From an optimization exercise on the open Yosys and OpenROAD flow, aimed at small area; shortcuts taken in it are not production practice. No functional check of the RTL was part of any run shown here. Power figures rest on the tool's default switching activity, not on a simulated workload.

==> design/flow/design.v <==
`default_nettype none
`default_nettype wire
`default_nettype none
package pov_pkg;
    typedef enum logic [7:0] {
        OP_WRITE_COL   = 8'h10,
        OP_SET_ENABLE  = 8'h20,
        OP_READ_STATUS = 8'h30
    } spi_opcode_e;
    typedef enum logic [2:0] {
        DEC_OPCODE,
        DEC_INDEX,
        DEC_DATA,
        DEC_ENABLE,
        DEC_IGNORE
    } dec_state_e;
    typedef enum logic [1:0] {
        SEQ_IDLE,
        SEQ_LOAD,
        SEQ_SHIFT,
        SEQ_LATCH
    } seq_state_e;
    typedef logic [64-1:0] col_word_t;
endpackage
`default_nettype wire
`default_nettype none
module spi_frame_rx (
    input  logic       clk,
    input  logic       rst_n,
    input  logic       spi_sclk,
    input  logic       spi_cs_n,
    input  logic       spi_mosi,
    output logic       spi_miso,
    input  logic [7:0] tx_byte,
    output logic [7:0] rx_byte,
    output logic       byte_valid,
    output logic       frame_start
);
    logic [2:0] sclk_pipe;
    logic [2:0] cs_pipe;
    logic [1:0] mosi_pipe;
    logic       sclk_rise;
    logic       sclk_fall;
    logic       cs_fall;
    logic       cs_high;
    logic [2:0] bit_cnt;
    logic [7:0] rx_shift;
    logic [7:0] tx_shift;
    assign sclk_rise = sclk_pipe[1] & ~sclk_pipe[2];
    assign sclk_fall = ~sclk_pipe[1] & sclk_pipe[2];
    assign cs_fall   = ~cs_pipe[1] & cs_pipe[2];
    assign cs_high   = cs_pipe[1];
    assign rx_byte   = rx_shift;
    assign spi_miso  = tx_shift[7];
    always_ff @(posedge clk) begin
        if (!rst_n) begin
            sclk_pipe <= '0;
            cs_pipe   <= '1;
            mosi_pipe <= '0;
        end else begin
            sclk_pipe <= {sclk_pipe[1:0], spi_sclk};
            cs_pipe   <= {cs_pipe[1:0], spi_cs_n};
            mosi_pipe <= {mosi_pipe[0], spi_mosi};
        end
    end
    always_ff @(posedge clk) begin
        if (sclk_rise && !cs_high) begin
            rx_shift <= {rx_shift[6:0], mosi_pipe[1]};
        end
    end
    always_ff @(posedge clk) begin
        if (!rst_n) begin
            bit_cnt     <= '0;
            byte_valid  <= 1'b0;
            frame_start <= 1'b0;
            tx_shift    <= '0;
        end else begin
            byte_valid  <= 1'b0;
            frame_start <= cs_fall;
            if (cs_high) begin
                bit_cnt  <= '0;
                tx_shift <= '0;
            end else begin
                if (sclk_rise) begin
                    bit_cnt <= bit_cnt + 3'd1;
                    if (bit_cnt == 3'd7) begin
                        byte_valid <= 1'b1;
                    end
                end
                if (sclk_fall) begin
                    if (bit_cnt == 3'd0) begin
                        tx_shift <= tx_byte;
                    end else begin
                        tx_shift <= {tx_shift[6:0], 1'b0};
                    end
                end
            end
        end
    end
endmodule
`default_nettype wire
`default_nettype none
module command_decoder (
    input  logic                                clk,
    input  logic                                rst_n,
    input  logic [7:0]                          rx_byte,
    input  logic                                byte_valid,
    input  logic                                frame_start,
    output logic [7:0]                          tx_byte,
    input  logic [$clog2(8)-1:0]        col_addr,
    output pov_pkg::col_word_t                  col_data,
    input  logic [7:0]                          frame_count,
    output logic                                display_enable
);
    localparam int COL_AW     = $clog2(8);
    localparam int DATA_BYTES = 64 / 8;
    localparam int BYTE_W     = $clog2(DATA_BYTES);
    pov_pkg::dec_state_e state;
    pov_pkg::col_word_t  col_mem [8];
    pov_pkg::col_word_t  stage;
    logic [COL_AW-1:0]   wr_idx;
    logic [BYTE_W-1:0]   byte_cnt;
    logic                last_byte;
    logic                mem_we;
    assign col_data  = col_mem[col_addr];
    assign last_byte = byte_cnt == BYTE_W'(DATA_BYTES - 1);
    assign mem_we    = byte_valid && state == pov_pkg::DEC_DATA && last_byte;
    always_ff @(posedge clk) begin
        if (!rst_n) begin
            for (int i = 0; i < 8; i++) begin
                col_mem[i] <= '0;
            end
        end else if (mem_we) begin
            col_mem[wr_idx] <= {stage[64-9:0], rx_byte};
        end
    end
    always_ff @(posedge clk) begin
        if (byte_valid && state == pov_pkg::DEC_DATA) begin
            stage <= {stage[64-9:0], rx_byte};
        end
    end
    always_ff @(posedge clk) begin
        if (!rst_n) begin
            state          <= pov_pkg::DEC_OPCODE;
            wr_idx         <= '0;
            byte_cnt       <= '0;
            display_enable <= 1'b0;
            tx_byte        <= '0;
        end else if (frame_start) begin
            state   <= pov_pkg::DEC_OPCODE;
            tx_byte <= '0;
        end else if (byte_valid) begin
            tx_byte <= '0;
            case (state)
                pov_pkg::DEC_OPCODE: begin
                    case (rx_byte)
                        pov_pkg::OP_WRITE_COL:  state <= pov_pkg::DEC_INDEX;
                        pov_pkg::OP_SET_ENABLE: state <= pov_pkg::DEC_ENABLE;
                        pov_pkg::OP_READ_STATUS: begin
                            tx_byte <= frame_count;
                            state   <= pov_pkg::DEC_IGNORE;
                        end
                        default: state <= pov_pkg::DEC_IGNORE;
                    endcase
                end
                pov_pkg::DEC_INDEX: begin
                    wr_idx   <= rx_byte[COL_AW-1:0];
                    byte_cnt <= '0;
                    state    <= pov_pkg::DEC_DATA;
                end
                pov_pkg::DEC_DATA: begin
                    byte_cnt <= byte_cnt + 1'b1;
                    if (last_byte) begin
                        state <= pov_pkg::DEC_IGNORE;
                    end
                end
                pov_pkg::DEC_ENABLE: begin
                    display_enable <= rx_byte[0];
                    state          <= pov_pkg::DEC_IGNORE;
                end
                default: state <= pov_pkg::DEC_IGNORE;
            endcase
        end
    end
endmodule
`default_nettype wire
`default_nettype none
module column_timer (
    input  logic clk,
    input  logic rst_n,
    output logic shift_tick,
    output logic gclk
);
    localparam int DIV_W = (4 > 1) ? $clog2(4) : 1;
    logic [DIV_W-1:0] div_cnt;
    always_ff @(posedge clk) begin
        if (!rst_n) begin
            div_cnt    <= '0;
            shift_tick <= 1'b0;
            gclk       <= 1'b0;
        end else begin
            if (div_cnt == DIV_W'(4 - 1)) begin
                div_cnt    <= '0;
                shift_tick <= 1'b1;
            end else begin
                div_cnt    <= div_cnt + 1'b1;
                shift_tick <= 1'b0;
            end
            if (shift_tick) begin
                gclk <= ~gclk;
            end
        end
    end
endmodule
`default_nettype wire
`default_nettype none
module driver_sequencer (
    input  logic                         clk,
    input  logic                         rst_n,
    input  logic                         shift_tick,
    input  logic                         display_enable,
    output logic [$clog2(8)-1:0] col_addr,
    output logic                         load,
    output logic                         shift,
    output logic                         sclk,
    output logic                         lat,
    output logic [8-1:0]         col_sel,
    output logic [7:0]                   frame_count
);
    localparam int COL_AW = $clog2(8);
    localparam int BIT_AW = $clog2(16);
    localparam logic [8-1:0] SEL_ONE = {{(8-1){1'b0}}, 1'b1};
    pov_pkg::seq_state_e state;
    logic [BIT_AW-1:0]   bit_cnt;
    logic                last_bit;
    logic                last_col;
    assign last_bit = bit_cnt == BIT_AW'(16 - 1);
    assign last_col = col_addr == COL_AW'(8 - 1);
    assign load     = state == pov_pkg::SEQ_LOAD;
    assign sclk     = (state == pov_pkg::SEQ_SHIFT) && shift_tick;
    always_ff @(posedge clk) begin
        if (!rst_n) begin
            state       <= pov_pkg::SEQ_IDLE;
            bit_cnt     <= '0;
            col_addr    <= '0;
            shift       <= 1'b0;
            lat         <= 1'b0;
            col_sel     <= '0;
            frame_count <= '0;
        end else begin
            shift <= sclk;
            lat   <= 1'b0;
            case (state)
                pov_pkg::SEQ_IDLE: begin
                    col_sel <= '0;
                    if (display_enable && shift_tick) begin
                        state <= pov_pkg::SEQ_LOAD;
                    end
                end
                pov_pkg::SEQ_LOAD: begin
                    bit_cnt <= '0;
                    state   <= pov_pkg::SEQ_SHIFT;
                end
                pov_pkg::SEQ_SHIFT: begin
                    if (shift_tick) begin
                        bit_cnt <= bit_cnt + 1'b1;
                        if (last_bit) begin
                            state <= pov_pkg::SEQ_LATCH;
                        end
                    end
                end
                pov_pkg::SEQ_LATCH: begin
                    if (shift_tick) begin
                        lat     <= 1'b1;
                        col_sel <= SEL_ONE << col_addr;
                        if (last_col) begin
                            frame_count <= frame_count + 8'd1;
                        end
                        if (display_enable) begin
                            col_addr <= last_col ? '0 : col_addr + 1'b1;
                            state    <= pov_pkg::SEQ_LOAD;
                        end else begin
                            col_addr <= '0;
                            state    <= pov_pkg::SEQ_IDLE;
                        end
                    end
                end
                default: state <= pov_pkg::SEQ_IDLE;
            endcase
        end
    end
endmodule
`default_nettype wire
`default_nettype none
module column_shifter (
    input  logic                   clk,
    input  logic                   rst_n,
    input  pov_pkg::col_word_t     col_data,
    input  logic                   load,
    input  logic                   shift,
    output logic [4-1:0]  sin
);
    localparam int LB = 16;
    pov_pkg::col_word_t word_q;
    always_ff @(posedge clk) begin
        if (!rst_n) begin
            word_q <= '0;
        end else if (load) begin
            word_q <= col_data;
        end else if (shift) begin
            for (int k = 0; k < 4; k++) begin
                word_q[k*LB +: LB] <= {word_q[k*LB +: LB-1], 1'b0};
            end
        end
    end
    always_comb begin
        for (int k = 0; k < 4; k++) begin
            sin[k] = word_q[(k+1)*LB-1];
        end
    end
endmodule
`default_nettype wire
`default_nettype none
module pov_display_top (
    input  logic                  clk,
    input  logic                  rst_n,
    input  logic                  som_sclk,
    input  logic                  som_cs_n,
    input  logic                  som_mosi,
    output logic                  som_miso,
    output logic                  drv_sclk,
    output logic                  drv_lat,
    output logic                  drv_gclk,
    output logic [4-1:0] drv_sin,
    output logic [8-1:0]  col_sel
);
    logic [7:0] rx_byte;
    logic [7:0] tx_byte;
    logic       byte_valid;
    logic       frame_start;
    logic [$clog2(8)-1:0] col_addr;
    pov_pkg::col_word_t           col_data;
    logic [7:0]                   frame_count;
    logic                         display_enable;
    logic                         shift_tick;
    logic                         load;
    logic                         shift;
    spi_frame_rx u_spi_frame_rx (
        .clk(clk), .rst_n(rst_n),
        .spi_sclk(som_sclk), .spi_cs_n(som_cs_n),
        .spi_mosi(som_mosi), .spi_miso(som_miso),
        .tx_byte(tx_byte), .rx_byte(rx_byte),
        .byte_valid(byte_valid), .frame_start(frame_start)
    );
    command_decoder u_command_decoder (
        .clk(clk), .rst_n(rst_n),
        .rx_byte(rx_byte), .byte_valid(byte_valid),
        .frame_start(frame_start), .tx_byte(tx_byte),
        .col_addr(col_addr), .col_data(col_data),
        .frame_count(frame_count), .display_enable(display_enable)
    );
    column_timer u_column_timer (
        .clk(clk), .rst_n(rst_n),
        .shift_tick(shift_tick), .gclk(drv_gclk)
    );
    driver_sequencer u_driver_sequencer (
        .clk(clk), .rst_n(rst_n),
        .shift_tick(shift_tick), .display_enable(display_enable),
        .col_addr(col_addr), .load(load), .shift(shift),
        .sclk(drv_sclk), .lat(drv_lat), .col_sel(col_sel),
        .frame_count(frame_count)
    );
    column_shifter u_column_shifter (
        .clk(clk), .rst_n(rst_n),
        .col_data(col_data), .load(load), .shift(shift),
        .sin(drv_sin)
    );
endmodule
`default_nettype wire
==> design/flow/run.sh <==
#!/bin/bash
# synth_recipe.tcl (not shown) runs the flow's synth.tcl, then flattens the netlist and writes it again
# the make line also repeats each setting of config.mk as NAME=value (left out here)
make -C /OpenROAD-flow-scripts/flow DESIGN_CONFIG=/design/flow/config.mk WORK_HOME=/design/flow/orfs CLKGATE_MAP_FILE= SYNTH_SCRIPT=/design/flow/synth_recipe.tcl finish
==> design/flow/config.mk <==
export PLATFORM = sky130hd
export DESIGN_NAME = pov_display_top
export DESIGN_NICKNAME = pov_display_top
export VERILOG_FILES = /design/flow/design.v
export SDC_FILE = /design/flow/constraint.sdc
export NUM_CORES = 4
export LEC_CHECK = 0
export CAP_MARGIN = 20
export CORE_MARGIN = 2
export CORE_UTILIZATION = 40
export SLEW_MARGIN = 20
==> design/flow/constraint.sdc <==
create_clock -name core_clock -period 5.0 [get_ports {clk}]
set_input_delay 1.0000 -clock core_clock [delete_from_list [all_inputs] [get_ports {clk}]]
set_output_delay 1.0000 -clock core_clock [all_outputs]
set_load 0.01 [all_outputs]
==> flow_summary.toml, run 1 <==
[setup_path]
startpoint_type = "register"
cp-end-kind = "output port"
required_ns = 4.00
critPathMaxFanout = 10
crit_arrival_ns = 2.28
crit_type = "reg -> out"
rr_startpoint = "u_command_decoder.state[1]"
crit_start = "u_driver_sequencer.state[0]"

[synthesis]
syn_avg_cell_area_um2 = 12.8
ys_types = 52
synth-main-ff-cell = "edfxtp_1"
yosysTopAreaCell = "edfxtp_1"
syn_nets = 2367
synth-edff-count = 576
seq_area_frac_synth = 0.670
synthMostInstantiatedCell = "edfxtp_1"
synth_cells = 2344
synth_seq_cells = 713
synth_area_um2 = 29900
synthTopCellsByArea = "edfxtp_1, mux2i_1, dfxtp_1"
ys_warn_count = 5
async_flop_share = 0
synthTopCellsByCount = "edfxtp_1, nor2_1, mux2i_1, nand2_1, dfxtp_1"
yosys.area.top_type_share = 0.578

[route]
drt_wl_total_um = 73800
drt_iter0_drc = 1589
drc = 0
wire_per_inst_um = 22.1
drtPass1Iterations = 5
vias_per_cell = 5.53
num_vias = 18500
ant_nets = 0

[floorplanning]
die_w_um = 278
std_cell_rows = 100
dieArea_um2 = 77000
die_h_um = 278
io-pin-count = 21
core_um2 = 74200
start_util = 0.403

[clocking]
ctsHoldBuffers = 0
path_clk_slew_ns = 0.06
root_buffer = "clkbuf_16"
post_cts_buffers = 0
cts_buffers = 77
htreeDepth = 3
clk_latency_ns = 0.63
clock_path_buffers = 3
ctsResizeCount = 0
cts.sinks = 713
cts_tree = "done"

[run]
maxCapViolations = 0

[min_path]
worstHoldStart = "u_spi_frame_rx.cs_pipe[0]"
min-delay-path-class = "reg -> reg"

[power_and_ir_drop]
ir_drop_mv = 0.248
p_per_area_nw_per_um2 = 374
p_leak_nw = 10.8
total_power_mw = 12.5

[cells_and_area]
antenna_cells = 0
drive_gt1_frac = 0.0991
nFillCells = 6566
final_nets = 2335
areaGrowthSynthToFinish_pct = 12.0

[global_routing]
grt_antenna_before_repair = 0
gr-total-overflow = 0
grt_pass1_wl_um = 113000
grt.total_usage = 0.191
grt_pass1_vias = 19000
grt_start_max_net_pins = 127

[timing]
fin_crit_sh = 0.656
fmax_mhz = 305
finalCriticalPeriod_ns = 3.28
slew_headroom = 0.351
skew_ns = 0.0256
fin_ws_ns = 1.72
rsz0062_at_grt = "false"
fin_tns_setup_ns = 0
slew_violations = 0
worst_hold_slack_ns = 0.407
tightest_slew_ns = 0.972
hold_viol_final = 0
setup_viol = 0

[place]
gp_congestion = 0.739
io_buffer_count = 20
place_ws_ns = 1.23
dp_hpwl_um = 36800

[outcome]
status = "timing/DRC/antenna clean"
registers in the layout, indices dropped and copies added, names as in the netlist, 3 cells and up, named ones only:
signal                          cells
u_spi_frame_rx.sclk_pipe            3
u_driver_sequencer.bit_cnt          4
u_column_shifter.word_q            64
u_command_decoder.col_mem         512
u_command_decoder.tx_byte           8
u_command_decoder.stage            56
u_spi_frame_rx.bit_cnt              3
u_spi_frame_rx.rx_shift             8
u_spi_frame_rx.tx_shift             8
u_driver_sequencer.col_addr         3
u_spi_frame_rx.cs_pipe              3
u_command_decoder.state             3
u_command_decoder.wr_idx            3
u_driver_sequencer.col_sel          8
u_command_decoder.byte_cnt          3
u_driver_sequencer.frame_count      8
metrics by stage:
| stage | instance area (µm²) | std cells | utilization |
|---|---|---|---|
| after floorplan | 30000 | 2344 | - |
| after global placement | 31000 | 3202 | 0.418 |
| after detailed placement | 31000 | 3202 | 0.418 |
| after CTS | 33500 | 3340 | 0.452 |
| after global routing | 33500 | 3340 | 0.452 |
| final | 33500 | 3340 | 0.452 |
kinds of logic after synthesis:
logic type / after synthesis / share of synthesized area
simple gates: 844 / 0.120
flops: 713 / 0.670
mux: 326 / 0.111
compound gates: 248 / 0.0579
buf+inv: 185 / 0.0317
fa+ha+maj: 18 / 0.00753
xor+xnor: 10 / 0.00293
final timing paths:
path	end	depth (start not counted)	slack [ns]
setup reg to reg	u_command_decoder.col_mem[6][51]	4	1.87
hold reg to reg	u_spi_frame_rx.cs_pipe[1]	1	0.41
hold / removal	u_spi_frame_rx.cs_pipe[1]	1	0.41
setup / recovery	drv_sclk	4	1.72
worst max-delay path: stages (launching register included):
cell	delay (ns)
dfxtp_1	0.33
inv_1	0.13
ha_1	0.39
and2_1	0.26
clkdlybuf4s50_1	0.56
power breakdown:
part,internal (mW),leakage (nW),switching (mW),total (mW)
clock network,3.38,1.24,2.32,5.70
logic,0.0671,2.61,0.189,0.256
registers,6.53,6.96,0.0438,6.58
total,9.98,10.8,2.55,12.5
metal layers:
metal	routed length, µm	vias to the layer above	GRT usage
li1	-	8396	-
met1	31000	9373	0.251
met2	36600	563	0.329
met3	4410	125	0.0249
met4	1730	0	0.0590
met5	0	-	0
layout make-up:
class                   count  area (µm²)  area share
repair buffers             59         618      0.0184
clock inverters            39         413      0.0123
inverters                  15        56.3     0.00168
flip-flops and latches    713       20100       0.598
multi-input cells        1446        9070       0.271
clock buffers              99        2100      0.0627
well taps                 969        1210      0.0362
cell usage in the layout, fill, tap and decap left out, types with 9 or more instances in the layout:
master,count
a21oi_1,19
a22oi_1,129
and2_1,9
buf_12,10
buf_4,29
clkbuf_1,15
clkbuf_16,79
clkdlybuf4s50_1,20
clkinv_1,12
clkinv_2,12
dfxtp_1,134
edfxtp_1,576
ha_1,18
inv_1,14
mux2i_1,322
nand2_1,205
nand2b_1,12
nand3_1,10
nand4_1,9
nor2_1,502
nor2_2,46
nor2_4,11
nor3_1,9
o22ai_1,60
==> run 2, diff against run 1 <==
--- a/design/flow/config.mk
+++ b/design/flow/config.mk
@@ -5,7 +5,9 @@
 export SDC_FILE = /design/flow/constraint.sdc
 export NUM_CORES = 4
 export LEC_CHECK = 0
+export ABC_AREA = 1
 export CAP_MARGIN = 20
 export CORE_MARGIN = 2
-export CORE_UTILIZATION = 40
+export CORE_UTILIZATION = 55
+export CTS_BUF_LIST = sky130_fd_sc_hd__clkbuf_4 sky130_fd_sc_hd__clkbuf_8
 export SLEW_MARGIN = 20
==> run 2 against run 1 <==
Net effect: combinational power grew to 2.8 times the previous value; die area is 22% lower; via count is 27% higher; final cell count is 30% higher; area after synthesis is 7.0% higher; worst hold slack worse by 0.0084 ns; routed wire length is 14% higher; register-to-register slack better by 0.11 ns; power is 2.8% higher; final area is 4.5% higher; core utilization is 16 points higher.
==> flow_summary.toml, run 2 <==
[outcome]
status = "timing/DRC/antenna clean"

[timing]
slew_headroom = 0.200
setup_viol = 0
fin_tns_setup_ns = 0
finalCriticalPeriod_ns = 3.28
rsz0062_at_grt = "false"
fin_crit_sh = 0.656
skew_ns = 0.0284
fmax_mhz = 305
hold_viol_final = 0
tightest_slew_ns = 1.20
slew_violations = 0

[setup_path]
startpoint_type = "register"
worst_path_max_delay_cell = "clkdlybuf4s50_1"
path_cells = "inv_1, ha_1, nand2_1, inv_1, clkdlybuf4s50_1"
cp_slowest_stage_delay_ns = 0.48
rr_worst_depth = 8
cpLargestDelayFamily = "buffers and inverters"
crit_type = "reg -> out"
critPathMaxFanout = 5
crit_end = "drv_sclk"
crit_start = "u_driver_sequencer.state[0]"
r2r_setup_slack_ns = 1.98
cp-end-kind = "output port"
r2r-end = "u_command_decoder.col_mem[2][57]"
required_ns = 4.00
crit_arrival_ns = 2.28
rr_startpoint = "u_command_decoder.state[0]"
path_buf_inv = 3
path_depth = 5
cpMostUsedCell = "inv_1"

[floorplanning]
die_w_um = 245
start_util = 0.556
io-pin-count = 21
dieArea_um2 = 60200
std_cell_rows = 88
die_h_um = 245
core_um2 = 57600

[cells_and_area]
areaGrowthSynthToFinish_pct = 9.42
final_cell_count_no_fill = 4337
final_util = 0.608
reg_top3 = "u_command_decoder.col_mem (512), u_column_shifter.word_q (64), u_command_decoder.stage (56)"
design_area_um2 = 35000
final_common_cell = "nand2_1"
largest-register = "u_command_decoder.col_mem"
layout_common_cells = "nand2_1, edfxtp_1, nor2_1"
final_nets = 3489
largest_register_ff_count = 512
drive_gt1_frac = 0.0792

[route]
vias_per_cell = 5.40
drt_wl_total_um = 84200
drt_iter0_drc = 1799
wire_per_inst_um = 19.4
drc = 0
num_vias = 23400
ant_nets = 0
drtPass1Iterations = 5

[synthesis]
synth_cells = 3488
yosysTopAreaCell = "edfxtp_1"
yosys.area.top_type_share = 0.540
syn_avg_cell_area_um2 = 9.18
synth-edff-count = 576
synthMostInstantiatedCell = "nand2_1"
synth_area_um2 = 32000
synth-main-ff-cell = "edfxtp_1"
synth_seq_cells = 713
synthTopCellsByArea = "edfxtp_1, nand2_1, dfxtp_1"
ys_types = 30
synthTopCellsByCount = "nand2_1, edfxtp_1, inv_1, nor2_1, nand3_1"
syn_nets = 3511
seq_area_frac_synth = 0.626
async_flop_share = 0
ys_warn_count = 5

[place]
dp_cells = 4112
placed_area_um2 = 32500
dp_hpwl_um = 41700
gp_congestion = 0.782
io_buffer_count = 20

[clocking]
clock_path_buffers = 3
path_clk_slew_ns = 0.06
htreeDepth = 3
cts.sinks = 713
post_cts_buffers = 0
root_buffer = "clkbuf_8"
ctsResizeCount = 0
clk_latency_ns = 0.73
ctsHoldBuffers = 0
cts_tree = "done"
cts_buffers = 117

[power_and_ir_drop]
p_per_area_nw_per_um2 = 368
p_leak_nw = 14.9
ir_drop_mv = 0.231

[global_routing]
gr-total-overflow = 0
grt.total_usage = 0.283
grt_start_max_net_pins = 164
grt_pass1_wl_um = 130000
grt_pass1_vias = 22800
grt_antenna_before_repair = 1

[run]
maxCapViolations = 0

[min_path]
min-delay-path-class = "reg -> reg"
## run 2: how the worst min path moves through the flow
stage	start	cells past startpoint	slack (ns)	end
finish	u_spi_frame_rx.mosi_pipe[1]	0	0.40	u_spi_frame_rx.rx_shift[0]
global route	u_spi_frame_rx.mosi_pipe[1]	0	0.42	u_spi_frame_rx.rx_shift[0]
CTS	u_spi_frame_rx.mosi_pipe[1]	0	0.41	u_spi_frame_rx.rx_shift[0]
detailed placement	u_spi_frame_rx.mosi_pipe[1]	0	0.39	u_spi_frame_rx.rx_shift[0]
global placement	u_spi_frame_rx.sclk_pipe[0]	2	0.40	u_spi_frame_rx.sclk_pipe[1]
floorplan	u_spi_frame_rx.mosi_pipe[1]	0	0.39	u_spi_frame_rx.rx_shift[0]
## run 2: cell families (layout without fill, tap and decap cells)
kind of cell | count (synthesis) | count (layout) | synth area share
AND/OR/NAND/NOR | 1792 | 1792 | 0.228
buffers and inverters | 767 | 850 | 0.103
flip-flops | 713 | 713 | 0.626
AO/OA/AOI/OAI | 197 | 197 | 0.0363
adder cells (fa/ha/maj) | 18 | 18 | 0.00703
XOR/XNOR | 1 | 1 | 0.000274
other | 0 | 1 | 0
## run 2: stage by stage
| stage | setup slack [ns] | power (mW) | hold slack (ns) |
|---|---|---|---|
| final | 1.72 | 12.9 | 0.398 |
| after global routing | 1.54 | 13.3 | 0.416 |
| after CTS | 1.67 | 12.9 | 0.405 |
| after detailed placement | 1.52 | 7.61 | 0.393 |
| after global placement | 1.56 | 7.58 | 0.395 |
| after floorplan | 0.365 | 7.36 | 0.386 |
## run 2: area by class of cell
cell class	count	area, µm²
Timing Repair Buffer	61	528
Fill cell	4982	22500
Clock inverter	50	340
Sequential cell	713	20100
Inverter	565	2140
Tap cell	765	957
Antenna cell	1	2.50
Multi-Input combinational cell	2008	8830
Clock buffer	174	2190
## run 2: worst register-to-register path, cell delays in order (launching register included)
cell	delay, ns
dfxtp_1	0.34
nor2_2	0.15
nand2_1	0.13
nor2_4	0.11
nand3_2	0.09
nor2_2	0.37
nand2_4	0.37
nand2_4	0.79
buf_4	0.36
## run 2: report_power, final
part	internal [mW]	switching, mW	total, mW
clock network	3.01	2.38	5.39
logic	0.217	0.487	0.704
registers	6.68	0.110	6.79
total	9.91	2.98	12.9
## run 2: metal layers
layer	track usage	wire [µm]	vias up
li1	-	-	11100
met1	0.376	35600	11300
met2	0.480	40700	851
met3	0.0409	5950	141
met4	0.0893	1890	0
met5	0	0	-

afterwards: timing with drivers on the ports:
In the flow no input, the clock included, has a driving cell. The finished layouts below were timed again as built, in two steps. Step 1, drivers: a clkbuf_16 drives clk and a buf_2 each remaining input, both assumed. Step 2 also shifts input and output timing later by t, the mid clock arrival at the registers, as if the neighbouring blocks saw the same clock. Three values: ideal ports, drivers, drivers and shift; two values: the first two.
run	t, ns	setup WS [ns]	hold WS [ns]
run 1	0.676	1.719 / 1.657 / 1.183	0.407 / 0.407 / 0.407
run 2	0.766	1.719 / 1.664 / 1.556	0.398 / 0.398 / 0.398
After both steps every run listed still meets setup and hold. The setup slack of run 1, which loses most, moves by -0.062 ns with the drivers and by -0.536 ns with both steps.
